Source: an optimization exercise on an open RTL-to-GDS flow (aim: small area and a short achievable clock period). Production flows keep margins and buffers that such runs may drop. The RTL was checked by simulation tests, not by an equivalence proof against the original design.

run 1:
==> module ep_fifo_top, before the edit <==
module ep_fifo_top (
  input  logic                             fifoClk,
  input  logic                             fifoRstn,
  input  logic                             wr_stb,
  input  logic [ep_fifo_pkg::EP_ID_W-1:0]  wr_ep,
  input  logic [ep_fifo_pkg::BE_W-1:0]     wr_be,
  input  logic [ep_fifo_pkg::DATA_W-1:0]   wr_data,
  input  logic                             rd_stb,
  input  logic [ep_fifo_pkg::EP_ID_W-1:0]  rd_ep,
  output logic                             rd_valid,
  output logic [ep_fifo_pkg::EP_ID_W-1:0]  rd_rsp_ep,
  output logic [ep_fifo_pkg::BE_W-1:0]     rd_rsp_be,
  output logic [ep_fifo_pkg::DATA_W-1:0]   rd_rsp_data,
  output logic [ep_fifo_pkg::NUM_EP-1:0]   ep_empty,
  output logic [ep_fifo_pkg::NUM_EP-1:0]   ep_full,
  output logic [ep_fifo_pkg::NUM_EP-1:0]   ep_almost_full,
  output logic [ep_fifo_pkg::NUM_EP-1:0]   ep_almost_empty
);
  localparam int NUM_EP = ep_fifo_pkg::NUM_EP;
  localparam int DATA_W = ep_fifo_pkg::DATA_W;
  localparam int BE_W   = ep_fifo_pkg::BE_W;
  localparam int DEPTH  = 16;
  logic [3:0]        wr_ptr  [NUM_EP];
  logic [DEPTH-1:0]  rd_oh   [NUM_EP];    
  logic [4:0]        cnt     [NUM_EP];
  logic [BE_W-1:0]   last_be [NUM_EP];
  logic [NUM_EP-1:0] wr_sel, rd_sel, wr_acc, rd_acc;
  logic [4:0]        cnt_nxt [NUM_EP];
  logic [DATA_W-1:0] mem [NUM_EP][DEPTH];
  logic [DATA_W-1:0] head [NUM_EP];
  for (genvar e = 0; e < NUM_EP; e++) begin : g_ep
    assign wr_sel[e] = wr_stb & (wr_ep == e);
    assign rd_sel[e] = rd_stb & (rd_ep == e);
    assign wr_acc[e] = wr_sel[e] & ~ep_full[e];
    assign rd_acc[e] = rd_sel[e] & ~ep_empty[e];
    always_comb begin
      cnt_nxt[e] = cnt[e];
      if (wr_acc[e] & ~rd_acc[e]) cnt_nxt[e] = cnt[e] + 5'd1;
      if (rd_acc[e] & ~wr_acc[e]) cnt_nxt[e] = cnt[e] - 5'd1;
    end
    always_ff @(posedge fifoClk or negedge fifoRstn) begin
      if (!fifoRstn) begin
        wr_ptr[e]          <= '0;
        rd_oh[e]           <= DEPTH'(1);
        cnt[e]             <= '0;
        ep_empty[e]        <= 1'b1;
        ep_full[e]         <= 1'b0;
        ep_almost_full[e]  <= 1'b0;
        ep_almost_empty[e] <= 1'b0;
      end else begin
        if (wr_acc[e]) wr_ptr[e] <= wr_ptr[e] + 4'd1;
        if (rd_acc[e]) rd_oh[e] <= {rd_oh[e][DEPTH-2:0], rd_oh[e][DEPTH-1]};
        cnt[e]             <= cnt_nxt[e];
        ep_empty[e]        <= (cnt_nxt[e] == 5'd0);
        ep_full[e]         <= (cnt_nxt[e] == 5'd16);
        ep_almost_full[e]  <= (cnt_nxt[e] == 5'd15);
        ep_almost_empty[e] <= (cnt_nxt[e] == 5'd1);
      end
    end
    always_ff @(posedge fifoClk) begin
      if (wr_acc[e]) last_be[e] <= wr_be;
    end
    for (genvar s = 0; s < DEPTH; s++) begin : g_slot
      for (genvar b = 0; b < BE_W; b++) begin : g_lane
        always_ff @(posedge fifoClk) begin
          if (wr_acc[e] && wr_ptr[e] == s && wr_be[b])
            mem[e][s][8*b +: 8] <= wr_data[8*b +: 8];
        end
      end
    end
    always_comb begin
      head[e] = '0;
      for (int s = 0; s < DEPTH; s++)
        head[e] = head[e] | ({DATA_W{rd_oh[e][s]}} & mem[e][s]);
    end
  end
  logic [DATA_W-1:0] rsp_data_nxt;
  logic [BE_W-1:0]   rsp_be_nxt;
  always_comb begin
    rsp_data_nxt = '0;
    for (int e = 0; e < NUM_EP; e++)
      rsp_data_nxt = rsp_data_nxt | ({DATA_W{rd_ep == e}} & head[e]);
  end
  assign rsp_be_nxt = (ep_almost_empty[rd_ep] & ~(wr_stb & (wr_ep == rd_ep)))
                      ? last_be[rd_ep] : {BE_W{1'b1}};
  always_ff @(posedge fifoClk or negedge fifoRstn) begin
    if (!fifoRstn) rd_valid <= 1'b0;
    else           rd_valid <= |rd_acc;
  end
  always_ff @(posedge fifoClk) begin
    rd_rsp_ep   <= rd_ep;
    rd_rsp_be   <= rsp_be_nxt;
    rd_rsp_data <= rsp_data_nxt;
  end
endmodule
export LEC_CHECK = 0
export ABC_CLOCK_PERIOD_IN_PS = 2400
export CAP_MARGIN = 20
export CORE_MARGIN = 2
export CORE_UTILIZATION = 55
export CTS_CLUSTER_DIAMETER = 60
export CTS_CLUSTER_SIZE = 24
export PLACE_DENSITY = 0.7
export SETUP_SLACK_MARGIN = 2.6
export SLEW_MARGIN = 20
create_clock -name core_clock -period 5.0 [get_ports {fifoClk}]
run.sh (not shown) runs the stock make flow with config.mk's settings and CLKGATE_MAP_FILE= SYNTH_SCRIPT=/design/flow/synth_recipe.tcl, a recipe that flattens the netlist after the stock synthesis.
Testbench counts of run 1, summed over its fixed seeds: lat cycles 21,807, reads 21,807.
--- input diff run 1..run 2 ---
diff --git a/flow/design.v b/flow/design.v
--- a/flow/design.v
+++ b/flow/design.v
@@ -51,6 +51,7 @@
   logic [4:0]        cnt     [NUM_EP];
   logic [BE_W-1:0]   last_be [NUM_EP];
   logic [NUM_EP-1:0] wr_sel, rd_sel, wr_acc, rd_acc;
+  logic [NUM_EP-1:0] not_empty;
   logic [4:0]        cnt_nxt [NUM_EP];
   logic [DATA_W-1:0] mem [NUM_EP][DEPTH];
   logic [DATA_W-1:0] head [NUM_EP];
@@ -58,7 +59,8 @@
     assign wr_sel[e] = wr_stb & (wr_ep == e);
     assign rd_sel[e] = rd_stb & (rd_ep == e);
     assign wr_acc[e] = wr_sel[e] & ~ep_full[e];
-    assign rd_acc[e] = rd_sel[e] & ~ep_empty[e];
+    assign rd_acc[e] = rd_sel[e] & not_empty[e];
+    assign ep_empty[e] = ~not_empty[e];
     always_comb begin
       cnt_nxt[e] = cnt[e];
       if (wr_acc[e] & ~rd_acc[e]) cnt_nxt[e] = cnt[e] + 5'd1;
@@ -69,7 +71,7 @@
         wr_ptr[e]          <= '0;
         rd_oh[e]           <= DEPTH'(1);
         cnt[e]             <= '0;
-        ep_empty[e]        <= 1'b1;
+        not_empty[e]       <= 1'b0;
         ep_full[e]         <= 1'b0;
         ep_almost_full[e]  <= 1'b0;
         ep_almost_empty[e] <= 1'b0;
@@ -77,7 +79,7 @@
         if (wr_acc[e]) wr_ptr[e] <= wr_ptr[e] + 4'd1;
         if (rd_acc[e]) rd_oh[e] <= {rd_oh[e][DEPTH-2:0], rd_oh[e][DEPTH-1]};
         cnt[e]             <= cnt_nxt[e];
-        ep_empty[e]        <= (cnt_nxt[e] == 5'd0);
+        not_empty[e]       <= (cnt_nxt[e] != 5'd0);
         ep_full[e]         <= (cnt_nxt[e] == 5'd16);
         ep_almost_full[e]  <= (cnt_nxt[e] == 5'd15);
         ep_almost_empty[e] <= (cnt_nxt[e] == 5'd1);
Results
Run 2 vs. run 1: detailed-route wire length -about 6%, final area -2100 sq um, post-route minimum period +0.042 ns, achievable frequency -1.6%, worst-path maximum fanout -3. Number of distinct library cells after synthesis sits lower in run 2 than in run 1.
Testbench counts of run 2, summed over its fixed seeds: lat cycles 21,807, reads 21,807.

-- afterwards: timing with drivers on the ports --
The flow's constraints put no driver on any port. The routed layouts listed below were extracted and timed again, unchanged, in two steps.
Step 1 sets driving cells, clkbuf_16 on the clock port and buf_2 on the other inputs (assumed; they add their load-dependent delay and slew).
Step 2 moves the port delays by t, midway between the first and last clock arrival at a register: inputs arrive t later, outputs are due t later. That takes back most of the time a late clock gives input paths.
a / b / c = ideal / step 1 / step 2; a / b = the first two.
| run | shift t [ns] | setup slack, ns | worst data-port slew with drivers (ns) |
|---|---|---|---|
| run 1 | 0.885 | 2.399 / 2.399 / 1.745 | 0.06 |
| run 2 | 0.870 | 2.357 / 2.357 / 1.929 | 0.06 |
After both steps every run listed still meets setup and hold. The setup slack of run 1, which loses most, moves by 0.000 ns with the drivers and by -0.654 ns with both steps.
